Context: an optimization exercise on an open-source flow, tuned for small area and a short achievable clock period. The choices shown serve that exercise and are no tape-out recipe.
At most, simulation tests tie the RTL to the original design; equivalence was not proved.
No activity file was given, so power comes from the tool's default toggle rates.

==> flow/design.v (excerpt) <==
module dds_phase_accumulator_mc #(
  parameter int NUM_CH = 4,
  parameter int ACC_W  = 32,
  parameter int OUT_W  = 12,
  localparam int CH_W  = dds_pkg::ch_width(NUM_CH)
) (
  input  logic                    clock,
  input  logic                    reset,
  input  logic                    enable,
  input  logic                    cfg_valid,
  output logic                    cfg_ready,
  input  logic [CH_W-1:0]         cfg_ch,
  input  logic [1:0]              cfg_sel,
  input  logic [ACC_W-1:0]        cfg_data,
  input  logic                    update,
  input  logic [NUM_CH-1:0]       sync_clear,
  input  logic [NUM_CH-1:0]       sweep_en,
  output logic [NUM_CH*OUT_W-1:0] phase_out,
  output logic [NUM_CH-1:0]       wrap,
  output logic [NUM_CH-1:0]       sweep_done
);
make LEC_CHECK=0 CAP_MARGIN=20 CORE_MARGIN=2 CORE_UTILIZATION=60 CTS_CLUSTER_DIAMETER=80 CTS_CLUSTER_SIZE=20 SETUP_SLACK_MARGIN=2.95 SLEW_MARGIN=20 SYNTH_HIERARCHICAL=1 finish   # period 5.8 ns
run.sh (not shown) runs the stock make flow with config.mk's settings and CLKGATE_MAP_FILE= SYNTH_SCRIPT=/design/flow/synth_recipe.tcl, a recipe that flattens the netlist after the stock synthesis.
The baseline went through all stages and came out clean.
Then changed:
CORE_UTILIZATION = 40   (was 60)
SETUP_SLACK_MARGIN = 3.2   (was 2.95)
Final area came out higher by a few percent; critical path depth came out higher by 10; clock power came out higher by roughly a tenth; die area came out higher by well over a third; clock-buffer cell count came out lower by 9; worst setup slack improved by 200 ps; routed wire length came out higher by a little under a tenth; maximum frequency came out higher by a little under a tenth; global-route usage came out lower by 9.0 points; non-clock buffer count came out higher by 119; clock skew came out higher by 18 ps.
Then changed:
CORE_UTILIZATION = 55   (was 40)
CTS_CLUSTER_DIAMETER = not set   (was 80)
CTS_CLUSTER_SIZE = not set   (was 20)
SETUP_SLACK_MARGIN = 3.1   (was 3.2)
After rerunning: Count of clock-buffer cells in the layout goes up by 69; core utilization climbs by 17 points; fmax went up by a few percent.
Then changed:
CORE_UTILIZATION = 45   (was 55)
CTS_CLUSTER_DIAMETER = 80   (was not set)
CTS_CLUSTER_SIZE = 20   (was not set)
The changed run completed with no timing, DRC or antenna violations.
Via count shrinks by 1.7%.
Non-clock buffer count shrinks by 4.
Utilization shrinks by 13 points.
Setup slack gets worse by 45 ps.
Cell count grows by 3.1%.
Sequential power is about the same.
Clock skew grows by 15 ps.
Area after synthesis is unchanged.
Synthesized cell count is unchanged.
Then changed:
CORE_UTILIZATION = 40   (was 45)
CTS_CLUSTER_DIAMETER = 90   (was 80)
CTS_CLUSTER_SIZE = 24   (was 20)
SETUP_SLACK_MARGIN = 3.0   (was 3.1)
After rerunning: Total power drops by a few percent. Combinational power drops by a few percent. Hold slack is about the same. Clock skew drops by 5.1 ps. Via count drops slightly.


dds_phase_accumulator_mc again, from the RTL that the note above started with.
Settings: LEC_CHECK=0, CAP_MARGIN=20, CORE_MARGIN=2, CORE_UTILIZATION=48, CTS_CLUSTER_DIAMETER=80, CTS_CLUSTER_SIZE=20, SETUP_SLACK_MARGIN=3.0, SLEW_MARGIN=20, SYNTH_HIERARCHICAL=1; clock period 5.8 ns.
==> next run, changes <==
Settings changed: CORE_UTILIZATION 48 to 60, CTS_CLUSTER_DIAMETER 80 to unset, CTS_CLUSTER_SIZE 20 to unset, SETUP_SLACK_MARGIN 3.0 to 2.8.
Outcome: Via count went up by 1.7%; clock-buffer cell count went up by 71; total power went up by 5.3%; combinational power went down by about 6%; global-route usage went up by 5.5 points.
==> next run, changes <==
Settings changed: CORE_UTILIZATION 60 to 44, CTS_CLUSTER_DIAMETER set to 85, CTS_CLUSTER_SIZE set to 22, SETUP_SLACK_MARGIN 2.8 to 3.05.
Clock-buffer cell count shrinks by 77.
First-iteration DRC count shrinks by 15%.
Worst setup slack improved by 0.064 ns.
Die area grows by 36%.
Sequential power hardly moves.
Non-clock buffer count grows by 101.
Clock power shrinks by 37%.
Core utilization shrinks by 18 points.
Wire length grows by 6.0%.
Synthesized cell count stays the same.
Via count shrinks by 0.61%.
==> next run, changes <==
Settings changed: CORE_UTILIZATION 44 to 42, CTS_CLUSTER_DIAMETER 85 to 80, CTS_CLUSTER_SIZE 22 to 20, SETUP_SLACK_MARGIN 3.05 to 3.15.
Cell area climbs by 2.0%.
Worst hold slack stays flat.
Via count came out higher by 1.4%.
First-iteration DRC count increases by 12%.
Worst setup slack gets better by 0.26 ns.
Final cell count rose by 2.4%.
Power is higher by 3.5%.
Synthesized cell count is unchanged.
Critical path depth rose by 7.
==> next run, changes <==
Settings changed: CORE_UTILIZATION 42 to 55, CTS_CLUSTER_DIAMETER 80 to 100, CTS_CLUSTER_SIZE 20 to 30, SETUP_SLACK_MARGIN 3.15 to 3.1.
Outcome: Power fell by a few percent; core utilization rose by 14 points; routed wire length fell by a few percent; design area fell by a few percent; worst setup slack degrades by 0.10 ns; non-clock buffer count rose by 13; maximum frequency fell by a few percent; register-to-register slack degrades by 0.10 ns; die area fell by a quarter to a third; sequential share of layout area rose by 1.1 points.
==> next run, changes <==
Settings changed: CORE_UTILIZATION 55 to 45, CTS_CLUSTER_DIAMETER 100 to 60, CTS_CLUSTER_SIZE 30 to 16, SETUP_SLACK_MARGIN 3.1 to 3.15.
Result: Utilization drops by 8.9 points; via count climbs slightly; sequential power barely changes; routed wire length climbs slightly; clock power climbs by well over a third; maximum frequency drops by a few percent; setup slack loses 0.060 ns; first-iteration DRC count drops by a little under a tenth; clock-buffer cell count climbs by 73; power climbs by roughly a tenth.


job 399:
Starting RTL as in the previous note.
Settings: LEC_CHECK=0, CAP_MARGIN=20, CORE_MARGIN=2, CORE_UTILIZATION=55, CTS_CLUSTER_DIAMETER=80, CTS_CLUSTER_SIZE=20, SETUP_SLACK_MARGIN=3.1, SLEW_MARGIN=20, SYNTH_HIERARCHICAL=1; clock period 5.8 ns.
Input changes introduced in job 9746 (baseline for comparison: job 399):
Settings: CTS_CLUSTER_SIZE changed from 20 to 18; CTS_CLUSTER_DIAMETER changed from 80 to 75; CORE_UTILIZATION changed from 55 to 43.
Results
[compare] base=job 399 new=job 9746: cell area +570 µm², share of the clock period used by the worst path after layout -1.3 points, non-clock buffer instance count of the final layout -31. Tightest hold margin: job 399 vs job 9746 — no meaningful difference. For the clock skew, job 9746 came in 0.0078 ns higher than job 399 did. g_ch[3].u_ch.freq_act[2] as the end point of the critical path was reported by job 399, and g_ch[2].sh_freq[18] by job 9746. On final count of pins violating max slew, job 399 and job 9746 are basically level. Compare job 399 and job 9746 | part of the power in the clock network lower: job 399. Total power: job 9746 vs job 399 up about 0.5%. Taking job 399 as the reference, in job 9746 die area picked up an extra 28%; setup slack picked up an extra 0.077 ns.
Changes in job 2259 relative to job 9746:
Settings: a deleted CTS_CLUSTER_DIAMETER that had been 75; a change of SETUP_SLACK_MARGIN from 3.1 to 3.3; a change of CORE_UTILIZATION from 43 to 55; a deleted CTS_CLUSTER_SIZE that had been 18.
Higher largest fanout of any net on the critical path among job 9746 and job 2259: job 9746. Job 2259 ends up with lower HPWL after detailed placement than job 9746 does. Wire length of the first global-routing pass: job 2259 > job 9746. Average wire per cell in the routed design of job 2259 exceeds that of job 9746 by a few percent. Job 2259: no failed stages, no open violations at the end. Taking job 2259 as 1.0, job 9746 lands at 0.871 on power after layout. Job 2259 has critical path depth above what job 9746 had.


alpha:
dds_phase_accumulator_mc, a different RTL version from the one above (not shown whole).
For scale: roughly 60000 sq um of cells after synthesis.
clock: 5.8 ns
lec_check: 0
cap_margin: 20
core_margin: 2
core_utilization: 55
setup_slack_margin: 2.6
slew_margin: 20
alpha went all the way through the flow, and no timing, DRC or antenna check failed.
The following lists how beta was set up differently from alpha:
- SETUP_SLACK_MARGIN changed from 2.6 to 3.2
NOTE: non-clock buffer count in beta exceeds that of alpha
The uppermost metal layer occupied by signal nets comes out met5 in one run and met4 in the other, namely in alpha and beta respectively.
Path length in cells of the critical path: beta and alpha compared, higher one is beta
Comparing beta against alpha, there is no change at all in number of nets produced by synthesis.
Looking at sum of internal, switching and leakage power, beta sits 1400 uW higher than alpha does.
Run comparison: beta timing endpoint of the critical path g_ch[3].u_ch.freq_act[30]; alpha timing endpoint of the critical path g_ch[0].u_ch.acc[30]
## Diff of input files: gamma against beta
- changing SETUP_SLACK_MARGIN from 3.2 to 2.6
- setting CTS_BUF_LIST to sky130_fd_sc_hd__clkbuf_4 sky130_fd_sc_hd__clkbuf_8 for the first time
Results
- What beta reported for wire length of the first global-routing pass has to be multiplied by 0.947 to get the figure for gamma.
- As far as power consumed by sequential cells is concerned, beta and gamma perform about the same.
- In gamma the area of all placed cells without fillers turned out about 5% lower than in beta.
- gamma and beta ended up with nearly the same number of placed I/O pins.
- Delta (gamma minus beta): synthesis-to-layout area growth lower; met2 capacity usage during global routing lower; aggregate global-route resource usage lower; met1 wire length lower.
- On total power: between gamma and beta, it ends up lower for gamma.
- First element of the critical path: g_ch[0].u_ch.freq_act[0] -> gamma, g_ch[3].u_ch.freq_act[31] -> beta
- Maximum single-stage delay on the critical path | gamma below beta
- Instance count on the critical path: gamma and beta compared, lower one is gamma


## JK
The RTL this note starts from:
==> flow/design.v <==
package dds_pkg;
  localparam logic [1:0] CFG_FREQ        = 2'd0;
  localparam logic [1:0] CFG_PHASE_OFS   = 2'd1;
  localparam logic [1:0] CFG_SWEEP_STEP  = 2'd2;
  localparam logic [1:0] CFG_SWEEP_LIMIT = 2'd3;
  function automatic int clog2(input int value);
    int v;
    clog2 = 0;
    for (v = value - 1; v > 0; v = v >> 1) begin
      clog2 = clog2 + 1;
    end
  endfunction
  function automatic int ch_width(input int num_ch);
    ch_width = (clog2(num_ch) < 1) ? 1 : clog2(num_ch);
  endfunction
endpackage
module dds_acc_channel #(
  parameter int ACC_W = 32,
  parameter int OUT_W = 12
) (
  input  logic             clock,
  input  logic             reset,
  input  logic             rst_q,
  input  logic             enable,
  input  logic [3:0]       load,
  input  logic             act_hold,
  input  logic             sync_clear,
  input  logic             sweep_en,
  input  logic [ACC_W-1:0] shadow_freq,
  input  logic [ACC_W-1:0] shadow_ofs,
  input  logic [ACC_W-1:0] shadow_step,
  input  logic [ACC_W-1:0] shadow_limit,
  output logic [OUT_W-1:0] phase,
  output logic             wrap,
  output logic             sweep_done
);
  logic [ACC_W-1:0] freq_act;
  logic [ACC_W-1:0] ofs_act;
  logic [ACC_W-1:0] step_act;
  logic [ACC_W-1:0] limit_act;
  logic [ACC_W-1:0] acc;
  logic [ACC_W:0]   acc_sum;
  logic [ACC_W-1:0] sweep_sum;
  logic [ACC_W-1:0] phase_sum;
  dds_add #(.W(ACC_W)) u_acc_add (
    .a(acc), .b(freq_act), .cin(1'b0), .sum(acc_sum[ACC_W-1:0]), .cout(acc_sum[ACC_W]));
  dds_add #(.W(ACC_W)) u_sweep_add (
    .a(freq_act), .b(step_act), .cin(1'b0), .sum(sweep_sum), .cout());
  dds_add #(.W(ACC_W)) u_phase_add (
    .a(acc), .b(ofs_act), .cin(1'b0), .sum(phase_sum), .cout());
  logic [ACC_W-1:0] cs_x, cs_y, nlim;
  logic             cs_cout;
  logic             over;
  assign nlim   = ~limit_act;
  assign cs_x   = freq_act ^ step_act ^ nlim;
  assign cs_y   = (freq_act & step_act) | (freq_act & nlim) | (step_act & nlim);
  dds_add #(.W(ACC_W)) u_cmp_add (
    .a(cs_x), .b({cs_y[ACC_W-2:0], 1'b0}), .cin(1'b0), .sum(), .cout(cs_cout));
  assign over   = cs_y[ACC_W-1] | cs_cout;
  logic live, acc_add, acc_hold, sw_run, sw_hold;
  assign live     = ~rst_q;
  assign acc_add  = live & ~sync_clear & enable;
  assign acc_hold = live & ~sync_clear & ~enable;
  assign sw_run   = act_hold & sweep_en & enable & ~sweep_done;
  assign sw_hold  = act_hold & ~(sweep_en & enable & ~sweep_done);
  logic [ACC_W-1:0] sweep_next;
  assign sweep_next = over ? limit_act : sweep_sum;
  always_ff @(posedge clock) begin
    acc       <= ({ACC_W{acc_add}} & acc_sum[ACC_W-1:0]) | ({ACC_W{acc_hold}} & acc);
    ofs_act   <= ({ACC_W{load[1]}} & shadow_ofs)   | ({ACC_W{act_hold}} & ofs_act);
    step_act  <= ({ACC_W{load[2]}} & shadow_step)  | ({ACC_W{act_hold}} & step_act);
    limit_act <= ({ACC_W{load[3]}} & shadow_limit) | ({ACC_W{act_hold}} & limit_act);
    freq_act  <= ({ACC_W{load[0]}} & shadow_freq) | ({ACC_W{sw_run}} & sweep_next) |
                 ({ACC_W{sw_hold}} & freq_act);
  end
  always_ff @(posedge clock or posedge reset) begin
    if (reset) begin
      phase      <= '0;
      wrap       <= 1'b0;
      sweep_done <= 1'b0;
    end else begin
      phase      <= {OUT_W{live}} & phase_sum[ACC_W-1 -: OUT_W];
      wrap       <= acc_add & acc_sum[ACC_W];
      sweep_done <= act_hold & sweep_en & (sweep_done | (enable & over));
    end
  end
endmodule
module dds_add #(
  parameter int W = 32
) (
  input  logic [W-1:0] a,
  input  logic [W-1:0] b,
  input  logic         cin,
  output logic [W-1:0] sum,
  output logic         cout
);
  localparam int L = $clog2(W);
  logic [W-1:0] p0;
  logic [W-1:0] g [L+1];
  logic [W-1:0] p [L+1];
  assign p0   = a ^ b;
  assign p[0] = p0;
  assign g[0] = (a & b) | {{(W-1){1'b0}}, p0[0] & cin};
  for (genvar l = 0; l < L; l++) begin : g_lvl
    localparam int H = 1 << l;
    for (genvar k = 0; k < W; k = k + 2 * H) begin : g_blk
      localparam int N = (W - k - H < H) ? W - k - H : H;
      assign g[l+1][k +: H] = g[l][k +: H];
      assign p[l+1][k +: H] = p[l][k +: H];
      if (N > 0) begin : g_up
        assign g[l+1][k+H +: N] = g[l][k+H +: N] | (p[l][k+H +: N] & {N{g[l][k+H-1]}});
        assign p[l+1][k+H +: N] = p[l][k+H +: N] & {N{p[l][k+H-1]}};
      end
    end
  end
  assign sum  = p0 ^ {g[L][W-2:0], cin};
  assign cout = g[L][W-1];
endmodule
module dds_phase_accumulator_mc #(
  parameter int NUM_CH = 4,
  parameter int ACC_W  = 32,
  parameter int OUT_W  = 12,
  localparam int CH_W  = dds_pkg::ch_width(NUM_CH)
) (
  input  logic                    clock,
  input  logic                    reset,
  input  logic                    enable,
  input  logic                    cfg_valid,
  output logic                    cfg_ready,
  input  logic [CH_W-1:0]         cfg_ch,
  input  logic [1:0]              cfg_sel,
  input  logic [ACC_W-1:0]        cfg_data,
  input  logic                    update,
  input  logic [NUM_CH-1:0]       sync_clear,
  input  logic [NUM_CH-1:0]       sweep_en,
  output logic [NUM_CH*OUT_W-1:0] phase_out,
  output logic [NUM_CH-1:0]       wrap,
  output logic [NUM_CH-1:0]       sweep_done
);
  logic commit_pending;
  logic rst_q;
  logic act_hold;
  assign cfg_ready = ~commit_pending;
  always_ff @(posedge clock or posedge reset) begin
    if (reset) begin
      commit_pending <= 1'b0;
    end else begin
      commit_pending <= ~commit_pending & update;
    end
  end
  always_ff @(posedge clock or posedge reset) begin
    if (reset) begin
      act_hold <= 1'b0;
    end else begin
      act_hold <= ~(~commit_pending & update);
    end
  end
  always_ff @(posedge clock or posedge reset) begin
    if (reset) begin
      rst_q <= 1'b1;
    end else begin
      rst_q <= 1'b0;
    end
  end
  for (genvar c = 0; c < NUM_CH; c++) begin : g_ch
    logic [ACC_W-1:0] sh_freq;
    logic [ACC_W-1:0] sh_ofs;
    logic [ACC_W-1:0] sh_step;
    logic [ACC_W-1:0] sh_limit;
    logic             wr_hit;
    logic [3:0]       wr, sh_valid, load;
    assign wr_hit = cfg_valid && cfg_ready && (cfg_ch == CH_W'(c));
    for (genvar s = 0; s < 4; s++) begin : g_sel
      assign wr[s]   = wr_hit & (cfg_sel == 2'(s));
    end
    always_ff @(posedge clock or posedge reset) begin
      if (reset) begin
        sh_valid <= '0;
      end else begin
        sh_valid <= sh_valid | wr;
      end
    end
    always_ff @(posedge clock) begin
      if (wr[dds_pkg::CFG_FREQ])        sh_freq  <= cfg_data;
      if (wr[dds_pkg::CFG_PHASE_OFS])   sh_ofs   <= cfg_data;
      if (wr[dds_pkg::CFG_SWEEP_STEP])  sh_step  <= cfg_data;
      if (wr[dds_pkg::CFG_SWEEP_LIMIT]) sh_limit <= cfg_data;
    end
    assign load = {4{commit_pending}} & sh_valid;
    dds_acc_channel #(
      .ACC_W(ACC_W),
      .OUT_W(OUT_W)
    ) u_ch (
      .clock       (clock),
      .reset       (reset),
      .rst_q       (rst_q),
      .enable      (enable),
      .load        (load),
      .act_hold    (act_hold),
      .sync_clear  (sync_clear[c]),
      .sweep_en    (sweep_en[c]),
      .shadow_freq (sh_freq),
      .shadow_ofs  (sh_ofs),
      .shadow_step (sh_step),
      .shadow_limit(sh_limit),
      .phase       (phase_out[c*OUT_W +: OUT_W]),
      .wrap        (wrap[c]),
      .sweep_done  (sweep_done[c])
    );
  end
endmodule
export LEC_CHECK = 0
export CAP_MARGIN = 20
export CORE_MARGIN = 2
export CORE_UTILIZATION = 65
export CTS_BUF_LIST = sky130_fd_sc_hd__clkbuf_4 sky130_fd_sc_hd__clkbuf_8
export SETUP_SLACK_MARGIN = 2.8
export SLEW_MARGIN = 20
create_clock -name core_clock -period 5.8 [get_ports {clock}]
Changes in MS relative to JK:
Settings: changing SETUP_SLACK_MARGIN from 2.8 to 2.6; changing CORE_UTILIZATION from 65 to 55.
Findings:
MS finished every stage and its layout cleared the timing, design-rule and antenna checks. MS: number of cells on the critical path lower than JK. MS vs. JK: number of buffers and inverters on the critical path went down by 1. Summary: first-pass GRT wire length, MS worse than JK. Compared MS vs JK, and tap cell instance count is up in MS. Relative to JK, proportion of total power due to net switching has decreased by 0.21 points in MS.
No functional check of the RTL was part of any run of this note.

## separate check: timing with driven ports
In the flow no input, the clock included, has a driving cell. The finished layouts below were timed again as built, in two steps.
Step 1 (the two cells are an assumption about what drives the block):
set clk [get_ports {clock}]
set_driving_cell -lib_cell sky130_fd_sc_hd__clkbuf_16 $clk
set_driving_cell -lib_cell sky130_fd_sc_hd__buf_2 [delete_from_list [all_inputs] $clk]
Step 2 moves the port delays by t, midway between the first and last clock arrival at a register: inputs arrive t later, outputs are due t later. That takes back most of the time a late clock gives input paths.
a / b / c = no drivers / after step 1 / after step 2; a / b = the first two.
run	shift t [ns]	setup slack, ns	pins driven straight from the clock port
the first run of note 1	0.738	2.717 / 2.708 / 1.969	1
the second run of note 1	0.800	2.919 / 2.919 / 2.317	1
the third run of note 1	0.820	3.029 / 3.029 / 2.325	1
the fourth run of note 1	0.770	2.984 / 2.959 / 2.189	1
the fifth run of note 1	0.810	2.849 / 2.779 / 1.969	1
the first run of note 2	0.770	2.711 / 2.631 / 1.861	1
the second run of note 2	0.817	2.750 / 2.705 / 1.888	1
the third run of note 2	0.764	2.814 / 2.762 / 1.998	1
the fourth run of note 2	0.782	3.073 / 3.011 / 2.229	1
the fifth run of note 2	0.768	2.971 / 2.971 / 2.280	1
the sixth run of note 2	0.824	2.911 / 2.841 / 2.017	1
job 399	0.747	2.959 / 2.959 / 2.398	1
job 9746	0.776	3.036 / 3.018 / 2.243	1
job 2259	0.814	3.023 / 3.023 / 2.397	1
alpha	0.809	2.464 / 2.464 / 1.927	1
beta	0.826	2.353 / 2.353 / 2.213	1
gamma	0.933	2.480 / 2.480 / 1.974	1
JK	0.928	2.206 / 2.206 / 1.739	1
MS	0.942	2.207 / 2.207 / 1.757	1
After both steps every run listed still meets setup and hold. For the sixth run of note 2, which loses most, drivers alone change the setup slack by -0.070 ns; drivers and shift together by -0.894 ns.
